From an optimization exercise on the open Yosys and OpenROAD flow, aimed at small area, a short achievable clock period and few clock cycles per item; shortcuts taken in it are not production practice. Only simulation tests tie the RTL to the original design; equivalence was not proved. The flow treats the clock pin as an ideal source, which a real chip does not have. Power figures rest on the tool's default switching activity, not on a simulated workload.

// occupancy_grid_rect_fill
module occupancy_grid_rect_fill
(
  input  logic              clk,
  input  logic              rst_n,
  input  logic              cfg_we,
  input  logic [ogrf_pkg::CFG_IW-1:0] cfg_index,
  input  logic [ogrf_pkg::SIZE_W-1:0] cfg_wdata,
  input  logic              in_tvalid,
  output logic              in_tready,
  input  logic [23:0]       in_tdata,    
  input  logic [1:0]        in_tuser,    
  output logic              out_tvalid,
  input  logic              out_tready,
  output logic [7:0]        out_tdata    
);
  logic             split_in;
  logic             res_valid;
  logic [RES_W-1:0] res_data;
  logic [RES_W-1:0] out_res;
  ogrf_ctrl u_ctrl (
    .clk        (clk),
    .rst_n      (rst_n),
    .in_valid   (in_tvalid),
    .in_ready   (in_tready),
    .out_valid  (out_tvalid),
    .out_ready  (out_tready),
    .out_res    (out_res),
    .split_in (split_in),
    .res_valid  (res_valid),
    .res_data   (res_data)
  );
  ogrf_dp u_dp (
    .clk        (clk),
    .rst_n      (rst_n),
    .cfg_we     (cfg_we),
    .cfg_index  (cfg_index),
    .cfg_wdata  (cfg_wdata),
    .in_valid   (in_tvalid),
    .in_ready   (in_tready),
    .func       (in_tuser),
    .row_low    (in_tdata[5:0]),
    .col_low    (in_tdata[11:6]),
    .row_high   (in_tdata[17:12]),
    .col_high   (in_tdata[23:18]),
    .split_in (split_in),
    .res_valid  (res_valid),
    .res_data   (res_data)
  );
  assign out_tdata = {4'b0000, out_res};
endmodule
==> module ogrf_dp, before the edit <==
module ogrf_dp
(
  input  logic               clk,
  input  logic               rst_n,
  input  logic               cfg_we,
  input  logic [ogrf_pkg::CFG_IW-1:0]  cfg_index,
  input  logic [ogrf_pkg::SIZE_W-1:0]  cfg_wdata,
  input  logic               in_valid,
  input  logic               in_ready,
  input  logic [ogrf_pkg::FUNC_W-1:0]  func,
  input  logic [ogrf_pkg::COORD_W-1:0] row_low,
  input  logic [ogrf_pkg::COORD_W-1:0] col_low,
  input  logic [ogrf_pkg::COORD_W-1:0] row_high,
  input  logic [ogrf_pkg::COORD_W-1:0] col_high,
  output logic               split_in,
  output logic               res_valid,
  output logic [ogrf_pkg::RES_W-1:0]   res_data
);
  logic [SIZE_W-1:0]  rows_r, cols_r;
  logic [COORD_W-1:0] stn_row_r, stn_col_r;
  always_ff @(posedge clk) begin
    if (!rst_n) begin
      rows_r    <= SIZE_W'(64);
      cols_r    <= SIZE_W'(64);
      stn_row_r <= '0;
      stn_col_r <= '0;
    end else if (cfg_we) begin
      unique case (cfg_index)
        CFG_ROWS:    rows_r    <= cfg_wdata;
        CFG_COLS:    cols_r    <= cfg_wdata;
        CFG_STN_ROW: stn_row_r <= cfg_wdata[COORD_W-1:0];
        CFG_STN_COL: stn_col_r <= cfg_wdata[COORD_W-1:0];
        default: begin
        end
      endcase
    end
  end
  logic i_rl_ok, i_rh_ok, i_cl_ok, i_ch_ok;
  logic i_mark, i_read, i_clear;
  logic i_mark_oor, i_read_oor, i_go, i_rd_go, i_stn_in, i_stn_col, i_stn_at;
  logic acc;
  assign acc = in_valid && in_ready;
  assign i_rl_ok = ({1'b0, row_low}  < rows_r);
  assign i_rh_ok = ({1'b0, row_high} < rows_r);
  assign i_cl_ok = ({1'b0, col_low}  < cols_r);
  assign i_ch_ok = ({1'b0, col_high} < cols_r);
  assign i_mark     = (func == FUNC_MARK);
  assign i_read     = (func == FUNC_READ);
  assign i_clear    = (func == FUNC_CLEAR);
  assign i_mark_oor = !(i_rl_ok && i_rh_ok && i_cl_ok && i_ch_ok);
  assign i_read_oor = !(i_rl_ok && i_cl_ok);
  assign i_go       = i_mark && !i_mark_oor;
  assign i_rd_go    = i_read && !i_read_oor;
  assign i_stn_col  = (stn_col_r >= col_low) && (stn_col_r <= col_high);
  assign i_stn_in   = (stn_row_r >= row_low) && (stn_row_r <= row_high) && i_stn_col;
  assign i_stn_at   = (row_low == stn_row_r) && (col_low == stn_col_r);
  assign split_in   = i_go && i_stn_in;
  logic [COORD_W-1:0]  i_col_end;
  logic [MAX_ROWS-1:0] i_row_in, i_row_sel, stn_row_sel;
  logic [MAX_COLS-1:0] i_col_in, stn_col_sel;
  assign i_col_end = i_read ? col_low : col_high;
  always_comb begin
    for (int r = 0; r < MAX_ROWS; r++) begin
      i_row_in[r]    = (r >= int'(row_low)) && (r <= int'(row_high));
      i_row_sel[r]   = (r == int'(row_low));
      stn_row_sel[r] = (r == int'(stn_row_r));
    end
    for (int c = 0; c < MAX_COLS; c++) begin
      i_col_in[c]    = (c >= int'(col_low)) && (c <= int'(i_col_end));
      stn_col_sel[c] = (c == int'(stn_col_r));
    end
  end
  logic                v1;        
  logic                sp1;       
  logic                keep1;     
  logic [MAX_ROWS-1:0] rm1;
  logic [MAX_COLS-1:0] cm1;
  logic [MAX_ROWS-1:0] rs1;       
  logic                oor1, stn1, need1;
  always_ff @(posedge clk) begin
    if (!rst_n) begin
      v1   <= 1'b0;
      sp1  <= 1'b0;
      keep1 <= 1'b0;
      rm1  <= '0;
    end else begin
      v1   <= acc;
      sp1  <= acc && split_in;
      keep1 <= !(acc && i_clear);
      if (sp1) begin
        rm1 <= stn_row_sel;
      end else if (acc && i_go) begin
        rm1 <= i_row_in & ~(i_stn_col ? stn_row_sel : '0);
      end else begin
        rm1 <= '0;
      end
    end
  end
  always_ff @(posedge clk) begin
    if (sp1) begin
      cm1 <= cm1 & ~stn_col_sel;
    end else begin
      cm1 <= i_col_in;
    end
  end
  always_ff @(posedge clk) begin
    rs1   <= i_row_sel;
    oor1  <= (i_mark && i_mark_oor) || (i_read && i_read_oor);
    stn1  <= i_rd_go && i_stn_at;
    need1 <= i_rd_go && !i_stn_at;
  end
  logic [MAX_ROWS-1:0] row_m;
  logic [MAX_COLS-1:0] col_m;
  logic                keep;
  assign row_m = rm1;
  assign col_m = cm1;
  assign keep  = keep1;
  logic [MAX_COLS-1:0] grid_r [MAX_ROWS];
  for (genvar r = 0; r < MAX_ROWS; r++) begin : g_row
    always_ff @(posedge clk) begin
      grid_r[r] <= (grid_r[r] & {MAX_COLS{keep}}) |
                   (col_m & {MAX_COLS{row_m[r]}});
    end
  end
  localparam int RD_GRP = 1;
  localparam int RD_W   = MAX_COLS / RD_GRP;
  logic [MAX_COLS-1:0] row_data, cell_data;
  logic [RD_W-1:0]     grp_data;
  always_comb begin
    row_data = '0;
    for (int r = 0; r < MAX_ROWS; r++) begin
      row_data = row_data | (grid_r[r] & {MAX_COLS{rs1[r]}});
    end
    cell_data = row_data & cm1;
    for (int g = 0; g < RD_W; g++) begin
      grp_data[g] = |cell_data[g*RD_GRP +: RD_GRP];
    end
  end
  logic [RD_W-1:0]     rd2;
  logic                v2;
  logic                oor2, ref2, stn2, need2;
  always_ff @(posedge clk) begin
    if (!rst_n) begin
      v2 <= 1'b0;
    end else begin
      v2 <= v1;
    end
  end
  always_ff @(posedge clk) begin
    rd2   <= grp_data;
    oor2  <= oor1;
    ref2  <= sp1;
    stn2  <= stn1;
    need2 <= need1;
  end
  logic [CELL_W-1:0] cell_st;
  always_comb begin
    cell_st = CELL_FREE;
    if (stn2) begin
      cell_st = CELL_STATION;
    end else if (need2 && (|rd2)) begin
      cell_st = CELL_OBSTACLE;
    end
  end
  assign res_valid = v2;
  assign res_data  = {oor2, ref2, cell_st};
endmodule
Settings: LEC_CHECK=0, CAP_MARGIN=20, CORE_MARGIN=2, CORE_UTILIZATION=40, SETUP_SLACK_MARGIN=5, SLEW_MARGIN=20; clock period 8.0 ns.
standard.sh (not shown) runs the stock make flow with config.mk's settings and CLKGATE_MAP_FILE= SYNTH_SCRIPT=/design/flow/synth_recipe.tcl, a recipe that flattens the netlist after the stock synthesis.
==> flow/flow/run.sh <==
#!/bin/bash
# Own layout flow: the standard ORFS flow (standard.sh, standard synthesis
# included), with two changes: clock tree synthesis adds no dummy loads (the
# tree is still balanced over every register), and the resize, clock tree and
# global route steps estimate signal wires on met1/met2 30% more pessimistically
# (flow/rc_scale.tcl) before their repairs. make's full output goes to
# flow_make.log in the work folder; ORFS keeps its per-step logs under orfs/logs.
set -euo pipefail
export CTS_ARGS="-sink_clustering_enable -repair_clock_nets -sink_clustering_size 28 -sink_clustering_max_diameter 74 -dont_use_dummy_load"
RC="$(pwd)/flow/rc_scale.tcl"
export PRE_RESIZE_TCL="$RC" PRE_CTS_TCL="$RC" PRE_GLOBAL_ROUTE_TCL="$RC"
bash standard.sh > flow_make.log 2>&1
==> flow/flow/rc_scale.tcl <==
set rc_k 1.3
set_layer_rc -layer met1 -capacitance [expr {1.72375E-04 * $rc_k}] -resistance [expr {8.929e-04 * $rc_k}]
set_layer_rc -layer met2 -capacitance [expr {1.36233E-04 * $rc_k}] -resistance [expr {8.929e-04 * $rc_k}]
set_wire_rc -signal -layer met1
Testbench counts at the start, summed over its fixed seeds: cycles 3,246, requests 3,200.
Edit:
--- a/flow/design.v
+++ b/flow/design.v
@@ -213,9 +213,9 @@
       grid_r[r] <= (grid_r[r] & {MAX_COLS{keep}}) |
                    (col_m & {MAX_COLS{row_m[r]}});
     end
   end
-  localparam int RD_GRP = 1;
+  localparam int RD_GRP = 4;
   localparam int RD_W   = MAX_COLS / RD_GRP;
   logic [MAX_COLS-1:0] row_data, cell_data;
   logic [RD_W-1:0]     grp_data;
   always_comb begin
Result: Count of clock-buffer cells in the layout climbs by 1; worst hold slack gains 0.046 ns; core utilization climbs by 1.6 points; critical path depth does not change; wire length climbs by 5.3%; clock skew climbs by 0.015 ns; fmax barely changes; setup slack gains 0.0083 ns; non-clock buffer count climbs by 301; sequential power barely changes; area after synthesis drops by 0.75%; global-route usage climbs by 1.7 points; cell area climbs by 2.9%; via count climbs by 2.4%.
Testbench counts after the change, summed over its fixed seeds: cycles 3,246, requests 3,200.

==> port drivers added, routing unchanged <==
Ports are ideal in the flow. The routed layouts listed here were re-timed in OpenROAD.
Step 1, drivers: a clkbuf_16 drives clk and a buf_2 each remaining input, both assumed.
Step 2 times the ports against the registers' clock, not the clock port: input delays grow and output delays shrink by t, the midpoint of the rising clock arrivals with the driver on.
Slacks: ideal / step 1 / step 2; pairs: ideal / step 1.
run	t (ns)	setup WS [ns]	worst data-port slew with drivers (ns)	cell pins on the clock port's net
the first run	1.060	4.951 / 4.837 / 4.210	0.04	1
the second run	1.069	4.959 / 4.834 / 4.163	0.06	1
After both steps every run listed still meets setup and hold. For the second run, which loses most, drivers alone change the setup slack by -0.125 ns; drivers and shift together by -0.796 ns.
